Source: an optimization exercise on an open RTL-to-GDS flow (aim: small area, a short achievable clock period and few clock cycles). Production flows keep margins and buffers that such runs may drop. The RTL was checked by simulation tests, not by an equivalence proof against the original design. Power and IR drop assume default switching activity.

## exp/harbor
==> flow/design.v <==
`timescale 1ns/1ps
`default_nettype none
module dcache_port (
    input  logic        clk,
    input  logic        rstn,
    input  logic        req_valid,
    input  logic [63:0] req_address,
    input  logic [63:0] req_value,
    input  logic [1:0]  req_op,
    input  logic [1:0]  req_size,
    input  logic        req_unsigned,
    input  logic [3:0]  req_amo,
    output logic        req_ready,
    output logic        resp_valid,
    output logic [63:0] resp_value,
    output logic        ex_valid,
    output logic        ex_cause,
    output logic [63:0] ex_tval,
    output logic        ar_valid,
    output logic [63:0] ar_addr,
    input  logic        ar_ready,
    input  logic        r_valid,
    input  logic [63:0] r_data,
    output logic        aw_valid,
    output logic [63:0] aw_addr,
    input  logic        aw_ready,
    output logic        w_valid,
    output logic [63:0] w_data,
    output logic [7:0]  w_strb,
    input  logic        w_ready,
    input  logic        b_valid
);
    logic busy_q;    
    logic ex_q;      
    logic arp_q;     
    logic rw_q;      
    logic awp_q;     
    logic wp_q;      
    logic bw_q;      
    logic calc_q;    
    logic mm_q;      
    logic        ld_q;
    logic [63:0] addr_q;
    logic [63:0] val_q;     
    logic [63:0] old_q;     
    logic [7:0]  o1_q;                   
    logic        f1_q, f2_q, f4_q;       
    logic        sx_q;                   
    logic        sub_q, add_q, kp_q, kg_q, kv_q, sgn_q, max_q;   
    logic        cause_q;
    logic is_load, is_store, misal;
    assign is_load  = req_op == 2'd0;
    assign is_store = req_op == 2'd1;
    always_comb begin
        unique case (req_size)
            2'd0: misal = 1'b0;
            2'd1: misal = req_address[0];
            2'd2: misal = |req_address[1:0];
            default: misal = |req_address[2:0];
        endcase
    end
    logic rdone, done, acc, acc_rd, acc_st, amo_rd;
    assign rdone      = rw_q & r_valid;
    assign amo_rd     = rdone & ~ld_q;
    assign resp_valid = (rdone & ld_q) | (bw_q & b_valid);
    assign done       = resp_valid | ex_q;
    assign req_ready  = ~busy_q | done;
    assign acc        = req_valid & req_ready;
    assign acc_rd     = acc & ~misal & ~is_store;
    assign acc_st     = acc & ~misal & is_store;
    assign ex_valid = ex_q;
    assign ex_cause = cause_q;
    assign ex_tval  = addr_q;
    logic [63:0] addr_out;
    assign addr_out = (arp_q | awp_q) ? addr_q : req_address;
    assign ar_valid = arp_q | acc_rd;
    assign ar_addr  = addr_out;
    assign aw_valid = awp_q | acc_st;
    assign aw_addr  = addr_out;
    logic [7:0]  lb [8];
    logic [7:0]  sg, o1;
    logic        f1, f2, f4;
    logic [7:0]  b0, b1, b2, b3;
    logic        ext;
    logic [63:0] aligned;
    always_comb begin
        for (int k = 0; k < 8; k++) lb[k] = r_data[8*k +: 8];
        o1 = o1_q & {8{rw_q}};
        f1 = f1_q & rw_q;
        f2 = f2_q & rw_q;
        f4 = f4_q & rw_q;
        for (int k = 0; k < 8; k++) begin
            sg[k] = o1[k] & ~f1_q;
            if (k % 2 == 1) sg[k] = sg[k] | (o1[k-1] & f1_q & ~f2_q);
            if (k % 4 == 3) sg[k] = sg[k] | (o1[k-3] & f2_q & ~f4_q);
            sg[k] = sg[k] & sx_q;
        end
        b0 = '0; b1 = '0; b2 = '0; b3 = '0; ext = 1'b0;
        for (int k = 0; k < 8; k++) begin
            b0  |= lb[k] & {8{o1[k]}};
            ext |= lb[k][7] & sg[k];
        end
        for (int k = 0; k < 4; k++) b1 |= lb[2*k+1] & {8{o1[2*k]}};
        for (int k = 0; k < 2; k++) begin
            b2 |= lb[4*k+2] & {8{o1[4*k]}};
            b3 |= lb[4*k+3] & {8{o1[4*k]}};
        end
        aligned[7:0]   = b0;
        aligned[15:8]  = (b1 & {8{f1}}) | {8{ext & ~f1_q}};
        aligned[31:16] = ({b3, b2} & {16{f2}}) | {16{ext & ~f2_q}};
        aligned[63:32] = (r_data[63:32] & {32{f4}}) | {32{ext & ~f4_q}};
    end
    assign resp_value = aligned | (old_q & {64{~rw_q}});
    logic [63:0] wsrc;
    logic [1:0]  wsize;
    logic [2:0]  woff;
    logic [7:0]  strb_base;
    assign wsrc  = ~wp_q ? req_value : mm_q ? old_q : val_q;
    assign wsize = wp_q ? {f2_q, (f1_q & ~f2_q) | f4_q} : req_size;
    assign woff  = wp_q ? addr_q[2:0] : req_address[2:0];
    always_comb begin
        unique case (wsize)
            2'd0: begin w_data = {8{wsrc[7:0]}};  strb_base = 8'h01; end
            2'd1: begin w_data = {4{wsrc[15:0]}}; strb_base = 8'h03; end
            2'd2: begin w_data = {2{wsrc[31:0]}}; strb_base = 8'h0f; end
            default: begin w_data = wsrc;         strb_base = 8'hff; end
        endcase
    end
    assign w_strb  = strb_base << woff;
    assign w_valid = wp_q | acc_st;
    logic        sub, word, lt_u, lt, take_old, is_add, c32, c64;
    logic [63:0] pg_p, pg_g, cy, lres, alu;
    assign sub  = sub_q;
    assign word = f2_q & ~f4_q;
    assign pg_p = old_q ^ val_q;
    assign pg_g = old_q & val_q;
    always_comb begin
        logic [63:0] gg, pp;
        gg = pg_g;
        pp = pg_p;
        gg[0] = pg_g[0] | (pg_p[0] & sub);
        for (int l = 1; l <= 6; l++)
            for (int j = (1 << l) - 1; j < 64; j += (1 << l)) begin
                gg[j] = gg[j] | (pp[j] & gg[j - (1 << (l - 1))]);
                pp[j] = pp[j] & pp[j - (1 << (l - 1))];
            end
        for (int l = 6; l > 0; l--)
            for (int j = (1 << l) + (1 << (l - 1)) - 1; j < 64; j += (1 << l)) begin
                gg[j] = gg[j] | (pp[j] & gg[j - (1 << (l - 1))]);
                pp[j] = pp[j] & pp[j - (1 << (l - 1))];
            end
        cy  = {gg[62:0], sub};
        c64 = gg[63];
    end
    assign c32  = cy[32];
    assign lt_u = word ? ~c32 : ~c64;
    always_comb begin
        logic so, sv;
        so = word ? old_q[31] : old_q[63];
        sv = word ? ~val_q[31] : ~val_q[63];
        lt = (sgn_q & (so ^ sv)) ? so : lt_u;
    end
    assign take_old = lt ^ max_q;
    assign is_add   = add_q;
    always_comb begin
        lres = (pg_p & {64{kp_q}}) | (pg_g & {64{kg_q}}) | (val_q & {64{kv_q}})
             | (~val_q & {64{sub_q}});
    end
    assign alu = is_add ? pg_p ^ cy : lres;
    logic acc_inv, d_add, d_kp, d_kg, d_sgn, d_max;
    assign acc_inv = req_op == 2'd2
                   & (req_amo[3] | (req_amo[2] & req_amo[0]) | (req_amo[2] & req_amo[1]));
    assign d_add   = req_amo == 4'd1;
    assign d_kp    = req_amo == 4'd2 || req_amo == 4'd4;
    assign d_kg    = req_amo == 4'd3 || req_amo == 4'd4;
    assign d_sgn   = req_amo == 4'd5 || req_amo == 4'd6;
    assign d_max   = req_amo == 4'd6 || req_amo == 4'd8;
    always_ff @(posedge clk or negedge rstn) begin
        if (!rstn) begin
            busy_q <= 1'b0;
            ex_q   <= 1'b0;
            arp_q  <= 1'b0;
            rw_q   <= 1'b0;
            awp_q  <= 1'b0;
            wp_q   <= 1'b0;
            bw_q   <= 1'b0;
            calc_q <= 1'b0;
            mm_q   <= 1'b0;
        end else begin
            busy_q <= acc | (busy_q & ~done);
            ex_q   <= acc & misal;
            arp_q  <= ar_valid & ~ar_ready;
            rw_q   <= acc_rd | (rw_q & ~r_valid);
            awp_q  <= (aw_valid & ~aw_ready) | amo_rd;
            wp_q   <= (w_valid & ~w_ready) | calc_q;
            bw_q   <= acc_st | amo_rd | (bw_q & ~b_valid);
            calc_q <= amo_rd;
            if (acc) mm_q <= 1'b0;
            else if (calc_q) mm_q <= sub & take_old;
        end
    end
    always_ff @(posedge clk) begin
        if (acc) begin
            ld_q    <= is_load;
            addr_q  <= req_address;
            o1_q    <= 8'd1 << req_address[2:0];
            f1_q    <= req_size != 2'd0;
            f2_q    <= req_size[1];
            f4_q    <= req_size == 2'd3;
            sx_q    <= ~(req_unsigned & is_load);
            sub_q   <= acc_inv;
            add_q   <= d_add;
            kp_q    <= d_kp;
            kg_q    <= d_kg;
            kv_q    <= ~(acc_inv | d_add | d_kp | d_kg);
            sgn_q   <= d_sgn;
            max_q   <= d_max;
            cause_q <= ~is_load;
        end
        if (acc) val_q <= req_value ^ {64{acc_inv}};
        else if (calc_q) val_q <= alu;
        if (amo_rd) old_q <= aligned;
    end
endmodule
`default_nettype wire
Settings: LEC_CHECK=0, CAP_MARGIN=20, CORE_MARGIN=2, CORE_UTILIZATION=40, SETUP_SLACK_MARGIN=2.5, SLEW_MARGIN=20; clock period 6.5 ns.
standard.sh (not shown) runs the stock make flow with config.mk's settings and CLKGATE_MAP_FILE= SYNTH_SCRIPT=/design/flow/synth_recipe.tcl, a recipe that flattens the netlist after the stock synthesis.
==> flow/flow/run.sh <==
#!/bin/bash
set -euo pipefail
bash standard.sh BUFFER_PORTS_ARGS="-buffer_cell sky130_fd_sc_hd__buf_1" finish > make_finish.log 2>&1
exp/harbor ended with every stage complete and zero timing, DRC or antenna violations.
Testbench counts of exp/harbor, summed over its fixed seeds: cycles 15,767.
The following lists how exp/maple was set up differently from exp/harbor:
- swapping 2.5 for 2.3 in SETUP_SLACK_MARGIN
- putting CTS_CLUSTER_SIZE at 30 where nothing was set
- putting TNS_END_PERCENT at 0 where nothing was set
- putting CTS_CLUSTER_DIAMETER at 100 where nothing was set
==> results.txt <==
Relative area change from synthesis to final layout: exp/maple < exp/harbor
Re non-clock buffer count: exp/maple is 14% down on exp/harbor.
Min sequential share of layout area across exp/maple and exp/harbor: exp/harbor
As far as number of flops mapped to enable cells by yosys goes, exp/maple and exp/harbor are indistinguishable; the numbers are identical.
Vias: exp/maple fewer than exp/harbor
Between exp/maple and exp/harbor, the number of non-filler instances in the completed layout is higher for exp/harbor.
Wire length (lower): exp/maple
Cmp exp/maple and exp/harbor / critical path depth / higher: exp/harbor
A critical path start-end classification of in2out is what exp/harbor shows, while reg2out belongs to exp/maple.
From exp/harbor to exp/maple the numbers moved as follows: part of the total power dissipated in the clock network has decreased; minimum setup slack in the final design lost 0.16 ns; power decreased about 14%.
Input-level comparison between exp/juniper and exp/maple:
- a deleted CTS_CLUSTER_DIAMETER that had been 100
- a deleted CTS_CLUSTER_SIZE that had been 30
- a change of SETUP_SLACK_MARGIN from 2.3 to 2.0
- a deleted TNS_END_PERCENT that had been 0
Notes after the runs:
Compared with exp/maple, exp/juniper shows setup slack of the critical path after layout lower by 0.12 ns. Changes observed in exp/juniper relative to exp/maple: share of the cycle needed by the critical path after routing has increased; total placed cells including tap cells has remained practically unchanged.
Here is what was changed in the inputs of exp/xenon compared with exp/juniper.
- TNS_END_PERCENT now 0, previously not set
- SETUP_SLACK_MARGIN now 2.3, was 2.0
[summary]
exp/juniper -> exp/xenon: netlist area before placement delta 0, exact match
Delta (exp/xenon minus exp/juniper): global-route track usage on met3 rose 0.38 points; post-route worst setup slack went up 0.17 ns; sequential cell area share picked up an extra 0.27 points; total power lost 3.4%.
[inputs] exp/violet vs exp/xenon
- CTS_CLUSTER_SIZE: unset -> 30
- CTS_CLUSTER_DIAMETER: unset -> 100
- PLACE_DENSITY: unset -> 0.75
Results
- The power spent charging and discharging nets reported for exp/violet is greater than that of exp/xenon by 1.4%.
- Share of synthesized area occupied by flip-flops and latches: exp/violet vs exp/xenon identical
- The run with more setup slack is exp/xenon; exp/violet has less.
- In the flow results for exp/violet and exp/xenon, the delay of the slowest cell on the worst path is smaller on exp/violet.
- Delta(total buffers and inverters traversed by the critical path, exp/violet - exp/xenon) > 0
- exp/violet vs exp/xenon on number of clock buffers in the layout: exp/violet is the lower one.
- The critical path depth in cells of exp/violet is higher than that of exp/xenon.
- First-pass GRT wire length went up by a few percent going from exp/xenon to exp/violet.
- Between exp/xenon and exp/violet, the sequential power does not differ in any meaningful way.

port drivers added, routing unchanged:
How much do the figures lean on ideal ports? The routed layouts below were timed once more, with nothing changed but the port constraints. Step 1 (the two cells are an assumption about what drives the block):
set clk [get_ports {clk}]
set_driving_cell -lib_cell sky130_fd_sc_hd__clkbuf_16 $clk
set_driving_cell -lib_cell sky130_fd_sc_hd__buf_2 [delete_from_list [all_inputs] $clk]
Step 2, shift: input delay + t, output delay - t, t = (earliest + latest rising clock arrival at the registers) / 2. This alone moves slack from input paths to output paths. a / b / c = no drivers / after step 1 / after step 2; a / b = the first two.
| run | t (ns) | setup WS [ns] | slew at the worst register clock pin (ns) | worst slew at a driven data input, ns | cell pins on the clock port's net |
|---|---|---|---|---|---|
| exp/harbor | 0.625 | 2.263 / 2.203 / 1.806 | 0.07 / 0.07 | 0.14 | 1 |
| exp/maple | 0.579 | 2.108 / 2.046 / 2.054 | 0.11 / 0.11 | 0.15 | 1 |
| exp/juniper | 0.633 | 1.983 / 1.911 / 1.911 | 0.07 / 0.07 | 0.16 | 1 |
| exp/xenon | 0.631 | 2.156 / 2.070 / 2.070 | 0.07 / 0.07 | 0.15 | 1 |
| exp/violet | 0.584 | 2.147 / 2.125 / 2.125 | 0.12 / 0.12 | 0.16 | 1 |
After both steps setup and hold are still met in every run listed. The setup slack of exp/harbor, which loses most, moves by -0.060 ns with the drivers and by -0.457 ns with both steps.
